Context: an optimization exercise on an open-source flow, tuned for small area, a short achievable clock period and few clock cycles per item. The choices shown serve that exercise and are no tape-out recipe. Function not checked in this run: the RTL went through the layout flow alone. Power figures rest on the tool's default switching activity, not on a simulated workload.

==> flow/config.mk <==
export PLATFORM = sky130hd
export DESIGN_NAME = feistel_sbox_cipher_integral_sum
export DESIGN_NICKNAME = feistel_sbox_cipher_integral_sum
export VERILOG_FILES = /design/flow/design.v
export SDC_FILE = /design/flow/constraint.sdc
export NUM_CORES = 4
export LEC_CHECK = 0
export CAP_MARGIN = 20
export CORE_MARGIN = 2
export CORE_UTILIZATION = 40
export SLEW_MARGIN = 20
==> flow/constraint.sdc <==
create_clock -name core_clock -period 5.0 [get_ports {clk}]
set_input_delay 1.0000 -clock core_clock [delete_from_list [all_inputs] [get_ports {clk}]]
set_output_delay 1.0000 -clock core_clock [all_outputs]
set_load 0.01 [all_outputs]
==> flow/design.v <==
`default_nettype none
package fsc_pkg;
  localparam int HALF_W          = 16;
  localparam int KEY_BANK_W      = 64;
  localparam int ROUND_COUNT_DEF = 9;
  localparam int CFG_INDEX_W = 2;
  localparam int CFG_DATA_W  = KEY_BANK_W;
  localparam logic [CFG_INDEX_W-1:0] CFG_KEYS_1_TO_4 = 2'd0;
  localparam logic [CFG_INDEX_W-1:0] CFG_KEYS_5_TO_8 = 2'd1;
  localparam logic [CFG_INDEX_W-1:0] CFG_KEY_9       = 2'd2;
  localparam int QUEUE_DEPTH = 4;
  localparam int QUEUE_PTR_W = $clog2(QUEUE_DEPTH);
  localparam int QUEUE_CNT_W = $clog2(QUEUE_DEPTH + 1);
  localparam logic [63:0] SBOX = 64'h2174_8fe3_da09_b65c;
  localparam logic [63:0] PERM_DEST = 64'h5ae0_b61c_f287_39d4;
  typedef struct packed {
    logic [HALF_W-1:0] left;
    logic [HALF_W-1:0] right;
    logic              first;
    logic              last;
  } fsc_item_t;
  typedef struct packed {
    logic full;
    logic empty;
  } fsc_queue_status_t;
  function automatic logic [HALF_W-1:0] round_fn(input logic [HALF_W-1:0] x);
    logic [HALF_W-1:0] w;
    logic [HALF_W-1:0] z;
    for (int i = 0; i < 4; i++) begin
      w[4*i +: 4] = SBOX[4*x[4*i +: 4] +: 4];
    end
    z = '0;
    for (int i = 0; i < HALF_W; i++) begin
      z[PERM_DEST[4*i +: 4]] = w[HALF_W-1-i];
    end
    round_fn = z;
  endfunction
  function automatic logic [HALF_W-1:0] subkey_of(
    input int unsigned             rnd,
    input logic [KEY_BANK_W-1:0]   keys_1_to_4,
    input logic [KEY_BANK_W-1:0]   keys_5_to_8,
    input logic [HALF_W-1:0]       key_9
  );
    logic [HALF_W-1:0] k;
    if (rnd >= 1 && rnd <= 4) begin
      k = keys_1_to_4[HALF_W*(rnd-1) +: HALF_W];
    end else if (rnd >= 5 && rnd <= 8) begin
      k = keys_5_to_8[HALF_W*(rnd-5) +: HALF_W];
    end else begin
      k = key_9;
    end
    subkey_of = k;
  endfunction
endpackage
`default_nettype wire
`default_nettype none
module fsc_round_pipe #(
  parameter int ROUND_COUNT = fsc_pkg::ROUND_COUNT_DEF
) (
  input  wire logic                            clk,
  input  wire logic                            rst_n,
  input  wire logic                            in_valid,
  output logic                                 in_stall,
  input  wire fsc_pkg::fsc_item_t              in_item,
  input  wire logic [fsc_pkg::KEY_BANK_W-1:0]  keys_1_to_4,
  input  wire logic [fsc_pkg::KEY_BANK_W-1:0]  keys_5_to_8,
  input  wire logic [fsc_pkg::HALF_W-1:0]      key_9,
  input  wire fsc_pkg::fsc_queue_status_t      q_status,
  output logic                                 q_push,
  output fsc_pkg::fsc_item_t                   q_item
);
  logic [fsc_pkg::HALF_W-1:0] l_r    [ROUND_COUNT];
  logic [fsc_pkg::HALF_W-1:0] r_r    [ROUND_COUNT];
  logic                       fst_r  [ROUND_COUNT];
  logic                       lst_r  [ROUND_COUNT];
  logic                       vld_r  [ROUND_COUNT];
  logic [fsc_pkg::HALF_W-1:0] l_in   [ROUND_COUNT];
  logic [fsc_pkg::HALF_W-1:0] r_in   [ROUND_COUNT];
  logic                       fst_in [ROUND_COUNT];
  logic                       lst_in [ROUND_COUNT];
  logic [fsc_pkg::HALF_W-1:0] l_nxt  [ROUND_COUNT];
  logic [fsc_pkg::HALF_W-1:0] r_nxt  [ROUND_COUNT];
  logic                       adv;
  assign adv          = !(vld_r[ROUND_COUNT-1] && q_status.full);
  assign in_stall     = !adv;
  assign q_push       = vld_r[ROUND_COUNT-1] && !q_status.full;
  assign q_item.left  = l_r[ROUND_COUNT-1];
  assign q_item.right = r_r[ROUND_COUNT-1];
  assign q_item.first = fst_r[ROUND_COUNT-1];
  assign q_item.last  = lst_r[ROUND_COUNT-1];
  for (genvar g = 0; g < ROUND_COUNT; g++) begin : g_round
    logic [fsc_pkg::HALF_W-1:0] key;
    logic [fsc_pkg::HALF_W-1:0] f;
    if (g == 0) begin : g_head
      assign l_in[g]   = in_item.left;
      assign r_in[g]   = in_item.right;
      assign fst_in[g] = in_item.first;
      assign lst_in[g] = in_item.last;
    end else begin : g_body
      assign l_in[g]   = l_r[g-1];
      assign r_in[g]   = r_r[g-1];
      assign fst_in[g] = fst_r[g-1];
      assign lst_in[g] = lst_r[g-1];
    end
    assign key      = fsc_pkg::subkey_of(g + 1, keys_1_to_4, keys_5_to_8, key_9);
    assign f        = fsc_pkg::round_fn(r_in[g] ^ key);
    assign l_nxt[g] = r_in[g];
    assign r_nxt[g] = l_in[g] ^ f;
  end
  always_ff @(posedge clk) begin
    if (!rst_n) begin
      for (int k = 0; k < ROUND_COUNT; k++) begin
        vld_r[k] <= 1'b0;
      end
    end else if (adv) begin
      vld_r[0] <= in_valid;
      for (int k = 1; k < ROUND_COUNT; k++) begin
        vld_r[k] <= vld_r[k-1];
      end
    end
  end
  always_ff @(posedge clk) begin
    if (adv) begin
      for (int k = 0; k < ROUND_COUNT; k++) begin
        l_r[k]   <= l_nxt[k];
        r_r[k]   <= r_nxt[k];
        fst_r[k] <= fst_in[k];
        lst_r[k] <= lst_in[k];
      end
    end
  end
endmodule
`default_nettype wire
`default_nettype none
module fsc_queue (
  input  wire logic                       clk,
  input  wire logic                       rst_n,
  input  wire logic                       push,
  input  wire fsc_pkg::fsc_item_t         push_item,
  input  wire logic                       pop,
  output fsc_pkg::fsc_item_t              pop_item,
  output fsc_pkg::fsc_queue_status_t      status
);
  logic [2*fsc_pkg::HALF_W+1:0]        mem_r [fsc_pkg::QUEUE_DEPTH];
  logic [fsc_pkg::QUEUE_PTR_W-1:0]     wr_ptr_r;
  logic [fsc_pkg::QUEUE_PTR_W-1:0]     rd_ptr_r;
  logic [fsc_pkg::QUEUE_CNT_W-1:0]     cnt_r;
  logic [fsc_pkg::QUEUE_CNT_W-1:0]     cnt_nxt;
  assign status.full  = (cnt_r == fsc_pkg::QUEUE_CNT_W'(fsc_pkg::QUEUE_DEPTH));
  assign status.empty = (cnt_r == '0);
  assign pop_item     = mem_r[rd_ptr_r];
  always_comb begin
    cnt_nxt = cnt_r;
    if (push && !pop) begin
      cnt_nxt = cnt_r + 1'b1;
    end else if (pop && !push) begin
      cnt_nxt = cnt_r - 1'b1;
    end
  end
  always_ff @(posedge clk) begin
    if (!rst_n) begin
      wr_ptr_r <= '0;
      rd_ptr_r <= '0;
      cnt_r    <= '0;
    end else begin
      if (push) begin
        wr_ptr_r <= wr_ptr_r + 1'b1;
      end
      if (pop) begin
        rd_ptr_r <= rd_ptr_r + 1'b1;
      end
      cnt_r <= cnt_nxt;
    end
  end
  always_ff @(posedge clk) begin
    if (push) begin
      mem_r[wr_ptr_r] <= push_item;
    end
  end
endmodule
`default_nettype wire
`default_nettype none
module fsc_accum (
  input  wire logic                        clk,
  input  wire logic                        rst_n,
  input  wire fsc_pkg::fsc_queue_status_t  q_status,
  input  wire fsc_pkg::fsc_item_t          q_item,
  output logic                             q_pop,
  output logic                             out_valid,
  input  wire logic                        out_stall,
  output logic [fsc_pkg::HALF_W-1:0]       out_cipher_left,
  output logic [fsc_pkg::HALF_W-1:0]       out_cipher_right,
  output logic [fsc_pkg::HALF_W-1:0]       out_xor_sum_left_out,
  output logic [fsc_pkg::HALF_W-1:0]       out_xor_sum_right_out,
  output logic [fsc_pkg::HALF_W-1:0]       out_sticky_left_out,
  output logic [fsc_pkg::HALF_W-1:0]       out_sticky_right_out
);
  logic                        out_valid_r;
  logic [fsc_pkg::HALF_W-1:0]  xsum_l_r, xsum_r_r, stk_l_r, stk_r_r;
  logic [fsc_pkg::HALF_W-1:0]  xsum_l_nxt, xsum_r_nxt, stk_l_nxt, stk_r_nxt;
  logic [fsc_pkg::HALF_W-1:0]  cl_r, cr_r;
  assign q_pop = !q_status.empty && (!out_valid_r || !out_stall);
  always_comb begin
    xsum_l_nxt = (q_item.first ? '0 : xsum_l_r) ^ q_item.left;
    xsum_r_nxt = (q_item.first ? '0 : xsum_r_r) ^ q_item.right;
    stk_l_nxt  = q_item.last ? (stk_l_r | xsum_l_nxt) : stk_l_r;
    stk_r_nxt  = q_item.last ? (stk_r_r | xsum_r_nxt) : stk_r_r;
  end
  always_ff @(posedge clk) begin
    if (!rst_n) begin
      out_valid_r <= 1'b0;
      xsum_l_r    <= '0;
      xsum_r_r    <= '0;
      stk_l_r     <= '0;
      stk_r_r     <= '0;
    end else begin
      if (q_pop) begin
        out_valid_r <= 1'b1;
        xsum_l_r    <= xsum_l_nxt;
        xsum_r_r    <= xsum_r_nxt;
        stk_l_r     <= stk_l_nxt;
        stk_r_r     <= stk_r_nxt;
      end else if (!out_stall) begin
        out_valid_r <= 1'b0;
      end
    end
  end
  always_ff @(posedge clk) begin
    if (q_pop) begin
      cl_r <= q_item.left;
      cr_r <= q_item.right;
    end
  end
  assign out_valid             = out_valid_r;
  assign out_cipher_left       = cl_r;
  assign out_cipher_right      = cr_r;
  assign out_xor_sum_left_out  = xsum_l_r;
  assign out_xor_sum_right_out = xsum_r_r;
  assign out_sticky_left_out   = stk_l_r;
  assign out_sticky_right_out  = stk_r_r;
endmodule
`default_nettype wire
`default_nettype none
module feistel_sbox_cipher_integral_sum #(
  parameter int ROUND_COUNT = fsc_pkg::ROUND_COUNT_DEF
) (
  input  wire logic                              clk,
  input  wire logic                              rst_n,
  input  wire logic                              cfg_wr_en,
  input  wire logic [fsc_pkg::CFG_INDEX_W-1:0]   cfg_index,
  input  wire logic [fsc_pkg::CFG_DATA_W-1:0]    cfg_wdata,
  input  wire logic                              in_valid,
  output logic                                   in_stall,
  input  wire logic [fsc_pkg::HALF_W-1:0]        in_plain_left,
  input  wire logic [fsc_pkg::HALF_W-1:0]        in_plain_right,
  input  wire logic                              in_first_of_set,
  input  wire logic                              in_last_of_set,
  output logic                                   out_valid,
  input  wire logic                              out_stall,
  output logic [fsc_pkg::HALF_W-1:0]             out_cipher_left,
  output logic [fsc_pkg::HALF_W-1:0]             out_cipher_right,
  output logic [fsc_pkg::HALF_W-1:0]             out_xor_sum_left_out,
  output logic [fsc_pkg::HALF_W-1:0]             out_xor_sum_right_out,
  output logic [fsc_pkg::HALF_W-1:0]             out_sticky_left_out,
  output logic [fsc_pkg::HALF_W-1:0]             out_sticky_right_out
);
  logic [fsc_pkg::KEY_BANK_W-1:0]  keys_1_to_4_r;
  logic [fsc_pkg::KEY_BANK_W-1:0]  keys_5_to_8_r;
  logic [fsc_pkg::HALF_W-1:0]      key_9_r;
  fsc_pkg::fsc_item_t              in_item;
  fsc_pkg::fsc_item_t              push_item;
  fsc_pkg::fsc_item_t              pop_item;
  fsc_pkg::fsc_queue_status_t      q_status;
  logic                            q_push;
  logic                            q_pop;
  always_ff @(posedge clk) begin
    if (!rst_n) begin
      keys_1_to_4_r <= '0;
      keys_5_to_8_r <= '0;
      key_9_r       <= '0;
    end else if (cfg_wr_en) begin
      unique case (cfg_index)
        fsc_pkg::CFG_KEYS_1_TO_4: keys_1_to_4_r <= cfg_wdata;
        fsc_pkg::CFG_KEYS_5_TO_8: keys_5_to_8_r <= cfg_wdata;
        fsc_pkg::CFG_KEY_9:       key_9_r       <= cfg_wdata[fsc_pkg::HALF_W-1:0];
        default: ;
      endcase
    end
  end
  always_comb begin
    in_item.left  = in_plain_left;
    in_item.right = in_plain_right;
    in_item.first = in_first_of_set;
    in_item.last  = in_last_of_set;
  end
  fsc_round_pipe #(
    .ROUND_COUNT (ROUND_COUNT)
  ) u_round_pipe (
    .clk         (clk),
    .rst_n       (rst_n),
    .in_valid    (in_valid),
    .in_stall    (in_stall),
    .in_item     (in_item),
    .keys_1_to_4 (keys_1_to_4_r),
    .keys_5_to_8 (keys_5_to_8_r),
    .key_9       (key_9_r),
    .q_status    (q_status),
    .q_push      (q_push),
    .q_item      (push_item)
  );
  fsc_queue u_queue (
    .clk       (clk),
    .rst_n     (rst_n),
    .push      (q_push),
    .push_item (push_item),
    .pop       (q_pop),
    .pop_item  (pop_item),
    .status    (q_status)
  );
  fsc_accum u_accum (
    .clk                   (clk),
    .rst_n                 (rst_n),
    .q_status              (q_status),
    .q_item                (pop_item),
    .q_pop                 (q_pop),
    .out_valid             (out_valid),
    .out_stall             (out_stall),
    .out_cipher_left       (out_cipher_left),
    .out_cipher_right      (out_cipher_right),
    .out_xor_sum_left_out  (out_xor_sum_left_out),
    .out_xor_sum_right_out (out_xor_sum_right_out),
    .out_sticky_left_out   (out_sticky_left_out),
    .out_sticky_right_out  (out_sticky_right_out)
  );
endmodule
`default_nettype wire
==> flow/run.sh <==
#!/bin/bash
# synth_recipe.tcl (not shown) runs the flow's synth.tcl, then flattens the netlist and writes it again
# the make line also repeats each setting of config.mk as NAME=value (left out here)
make -C /OpenROAD-flow-scripts/flow DESIGN_CONFIG=/design/flow/config.mk WORK_HOME=/design/flow/orfs CLKGATE_MAP_FILE= SYNTH_SCRIPT=/design/flow/synth_recipe.tcl finish
==> impl_results.rst <==
.. list-table::
   :header-rows: 1

   * - Metric
     - Value
   * - Mean instance size in the synthesized netlist
     - roughly 13 um^2
   * - Fraction of the mapped netlist area in compound gates
     - 4.90%
   * - Floorplan die height
     - 288 um
   * - Detailed Route WL
     - 73,200 um
   * - Longest individual stage delay on the worst path
     - 0.59 ns
   * - Routed wire per std cell
     - 19.1 um
   * - Final net count
     - 3,004
   * - Die Outline Area
     - 0.0829 mm^2
   * - Top achievable clock speed
     - ~290 MHz
   * - R2R depth
     - 4
   * - Setup repair after global routing missed its margin
     - no
   * - Count of antenna diodes in the layout
     - 0
   * - Average via count per standard cell
     - 4.96
   * - Leakage
     - 0.0140 uW
   * - Pin count of the biggest net entering global routing
     - 113
   * - Num ports
     - 203
   * - Post-synthesis share of cell area spent on and, or, nand and nor gates
     - 7.16%
   * - Synth-to-Final Area Change
     - 18.2%
   * - Final setup viols
     - 0
   * - Mapped Cells
     - 2,496
   * - Largest family of logic cells by synthesized area
     - multiplexers
   * - Crit start category
     - flip-flop
   * - Total chip power
     - 24,600 uW
   * - Power density normalized to cell area
     - roughly 650 mW/mm^2
   * - Worst-Margin Slew
     - 0.968 ns
   * - Antenna Nets Post-Route
     - 0
   * - Number of distinct library cells after synthesis
     - 40
   * - Part of the cycle the worst path needs
     - 69.6%
   * - Tot GR Track Use
     - 17.7%
   * - Post-layout minimum cycle time
     - 3.48 ns
   * - Portion of the post-synthesis area used by sequential elements
     - 58.2%
   * - Worst min-delay path class
     - flip-flop to flip-flop
   * - Syn_nets
     - 2,787
   * - Cts repair resizes
     - 0
   * - Final weighted congestion in routability-driven placement
     - 0.870
   * - Min-Delay Startpoint
     - u_round_pipe.lst_r[4]$_DFFE_PN_
   * - Clock-pin slew of the registers on the worst-case setup and hold paths
     - 0.06 ns
   * - Number of register bits inferred by synthesis
     - between 700 and 800
   * - Clk Latency, worst-skew pair
     - between 0.6 and 0.7 ns
   * - Mux share of post-synthesis cell area
     - 9.90%
   * - Maximum fanout along the worst path
     - 28
   * - Worst Skew
     - 0.0468 ns
   * - Number of global-route vias before repair
     - 19,300
   * - Final routed DRC violation total
     - 0
   * - Result of the run
     - timing/DRC/antenna clean
   * - First-iteration detailed-routing DRC count
     - 1,014
   * - Overall die width
     - about 290 um
   * - Total vias in the final route
     - 19,000
   * - Syn Std Cell Area
     - between 0.03 and 0.04 mm^2
   * - Final Hold Violating Endpoints
     - 0
   * - CTS tree
     - yes
   * - Wire length of the first global-routing pass
     - between 100,000 and 150,000 um
   * - Critical path capture point type
     - primary output
   * - Count of final max-slew check failures
     - 0
   * - Number of hold-repair buffers added at the cts stage
     - 0
   * - Hold path depth
     - 0
   * - Final HPWL DP
     - roughly 52,000 um
   * - Rel. slew slack
     - 35.5%
   * - Standard cell core area
     - 0.0802 mm^2
   * - Row cnt
     - ~100
   * - Classification of the worst setup path
     - flip-flop to primary output
   * - Standard cell with the maximum stage delay on the critical path
     - clkdlybuf4s50_1
   * - Reg-to-reg critical path startpoint
     - u_queue.cnt_r[0]$_SDFFE_PN0P_
   * - Root Driver
     - clkbuf_16
   * - Arrival time at the worst endpoint
     - 2.48 ns
   * - Sinks on Clock Net
     - between 700 and 800
   * - Fraction of the mapped netlist area in adder cells
     - ~7.2%
   * - List of cells traversed by the critical path
     - nor2_1 -> nand3_4 -> clkinv_1 -> clkdlybuf4s50_1
   * - H-tree Lvls
     - 3
   * - Grt total ovfl
     - 0
   * - Initial antenna violation count
     - 1
   * - Max-cap violations
     - 0
   * - Sink of the worst hold path
     - u_round_pipe.lst_r[5]$_DFFE_PN_
   * - Share of post-route cells with drive strength above 1
     - between 10% and 20%
   * - Warnings, synthesis
     - 15
   * - Worst vdd ir
     - 0.271 mV
   * - Initial cell density of the core
     - 40.2%
   * - Reg-to-Reg End
     - u_round_pipe.r_r[5][9]$_DFFE_PN_
   * - Cts bufs inserted
     - roughly 80
   * - Register-to-register path setup slack
     - 1.99 ns
   * - Total negative slack
     - 0 ns
   * - Total of buffers placed on input and output ports
     - 202
   * - Required time of the critical path
     - 4.00 ns
   * - Number of setup buffers added after CTS
     - 0
   * - Xor and xnor fraction of the mapped netlist area
     - approximately a tenth
   * - DRT Pass-1 Iters
     - 5
   * - Maximum count of clock buffers along a single path
     - 3
## kinds of logic (layout without fill, tap and decap cells)
| family | after synthesis | after routing |
|---|---|---|
| AOI/OAI and AO/OA | 314 | 314 |
| xor gates and xnor gates | 361 | 361 |
| adders and majority gates | 186 | 186 |
| buffers and inverters | 218 | 501 |
| DFF | 701 | 701 |
| muxes | 186 | 186 |
| and+or+nand+nor | 530 | 530 |
## cell usage in the layout (no fill, tap or decap), drive strengths merged
| cell | instances |
|---|---|
| edfxtp | 474 |
| nand2 | 341 |
| xnor2 | 245 |
| dfxtp | 227 |
| a21oi | 214 |
| clkdlybuf4s50 | 202 |
| ha | 185 |
| inv | 136 |
| xor2 | 116 |
| mux4 | 106 |
| clkbuf | 105 |
| o21ai | 96 |
| mux2i | 78 |
| nor3 | 59 |
| nor2 | 52 |
| and2 | 36 |
| nor2b | 32 |
| clkinv | 25 |
| buf | 22 |
| bufinv | 6 |
| clkinvlp | 5 |
| mux2 | 2 |
| o22ai | 2 |
| or2 | 2 |
| nand3 | 2 |
| nor3b | 2 |
| a21boi | 1 |
| and3b | 1 |
| nand3b | 1 |
| or3b | 1 |
| o211ai | 1 |
| or3 | 1 |
| fa | 1 |
## critical path, delay by kind of cell, from the launching register on
family | cells | cell delay (ns)
AND/OR/NAND/NOR | 2 | 0.57
buffers and inverters | 2 | 0.89
flip-flops | 1 | 0.37
## through the flow
step / util, % / instance area (um^2) / hold slack [ns] / setup slack, ns / std cells
floorplan: - / 32300 / 0.400 / 0.191 / 2496
global placement: 44.2 / 35400 / 0.405 / 1.50 / 3693
detailed placement: 44.2 / 35400 / 0.406 / 1.50 / 3693
CTS: 47.6 / 38100 / 0.406 / 1.45 / 3839
global route: 47.6 / 38100 / 0.402 / 1.33 / 3839
finish: 47.6 / 38100 / 0.405 / 1.52 / 3839
## flip-flops by register name, indices dropped and copies added (netlist names), 3 cells and up, named ones only
register / flops
key_9_r: 16
keys_1_to_4_r: 64
keys_5_to_8_r: 64
u_accum.cl_r: 16
u_accum.cr_r: 16
u_accum.stk_l_r: 16
u_accum.stk_r_r: 16
u_accum.xsum_l_r: 16
u_accum.xsum_r_r: 16
u_queue.cnt_r: 3
u_queue.mem_r: 136
u_round_pipe.fst_r: 9
u_round_pipe.l_r: 144
u_round_pipe.lst_r: 9
u_round_pipe.r_r: 144
u_round_pipe.vld_r: 9
## power by group
part / total [uW] / leakage (uW) / switching (uW) / internal [uW]
clock network: 5920 / 0.00132 / 2420 / 3500
registers: 9910 / 0.00662 / 1210 / 8700
logic: 8780 / 0.00603 / 4470 / 4310
total: 24600 / 0.0140 / 8110 / 16500
## worst max path at each step
stage	from	end	slack, ns
3_5_place_dp	out_stall	u_queue.cnt_r[2]$_SDFFE_PN0P_	1.50
2_1_floorplan	u_queue.cnt_r[0]$_SDFFE_PN0P_	in_stall	0.19
4_1_cts	u_queue.cnt_r[0]$_SDFFE_PN0P_	in_stall	1.45
5_1_grt	u_queue.cnt_r[0]$_SDFFE_PN0P_	in_stall	1.33
6_report	u_queue.cnt_r[0]$_SDFFE_PN0P_	in_stall	1.52
3_3_place_gp	out_stall	u_queue.cnt_r[2]$_SDFFE_PN0P_	1.50
## cell type report
class                      count  area (um^2)
sequential                   701        18800
clock inverter                41          479
timing repair buffer         224         2200
tap                         1060         1330
inverter                     131          497
multi-input combinational   1577        12600
clock buffer                 105         2230
fill                        7072        42000
## synth_stat cells (all sizes together)
cell | n | area share, %
edfxtp | 474 | 44
nand2 | 341 | 4.0
xnor2 | 245 | 6.7
dfxtp | 227 | 14
a21oi | 214 | 3.3
ha | 185 | 7.2
inv | 130 | 1.5
xor2 | 116 | 3.2
mux4 | 106 | 7.4
o21ai | 96 | 1.5
mux2i | 78 | 2.4
clkbuf | 71 | 0.84
nor3 | 59 | 0.93
nor2 | 52 | 0.61
and2 | 36 | 0.70
nor2b | 32 | 0.74
buf | 16 | 0.40
mux2 | 2 | 0.070
nand3 | 2 | 0.031
nor3b | 2 | 0.047
o22ai | 2 | 0.039
or2 | 2 | 0.039
a21boi | 1 | 0.023
and3b | 1 | 0.027
clkinv | 1 | 0.012
fa | 1 | 0.062
nand3b | 1 | 0.023
o211ai | 1 | 0.023
or3 | 1 | 0.019
or3b | 1 | 0.027
## metal layers
layer	vias to the layer above	global-route usage (%)	share of wire (%)	wire, um
li1	9140	-	-	-
met1	9332	22.2	42	30800
met2	455	30.8	50	36500
met3	115	2.76	4.6	3340
met4	2	6.42	3.4	2520
met5	-	0	0.018	13

-- afterwards: timing with drivers on the ports --
The flow's constraints put no driver on any port. The routed layout listed below was extracted and timed again, unchanged, in two steps.
Step 1 (the two cells are an assumption about what drives the block):
set clk [get_ports {clk}]
set_driving_cell -lib_cell sky130_fd_sc_hd__clkbuf_16 $clk
set_driving_cell -lib_cell sky130_fd_sc_hd__buf_2 [delete_from_list [all_inputs] $clk]
Step 2 moves the port delays by t, midway between the first and last clock arrival at a register: inputs arrive t later, outputs are due t later. That takes back most of the time a late clock gives input paths.
a / b / c = ideal ports / drivers / drivers and shift; a / b = the first two.
shift t [ns]: 0.683
setup WS [ns]: 1.521 / 1.453 / 1.484
worst slew at a driven data input, ns: 0.13
cell pins on the clock port's net: 1
After both steps this run still meets setup and hold. The setup slack of this run moves by -0.068 ns with the drivers and by -0.037 ns with both steps.
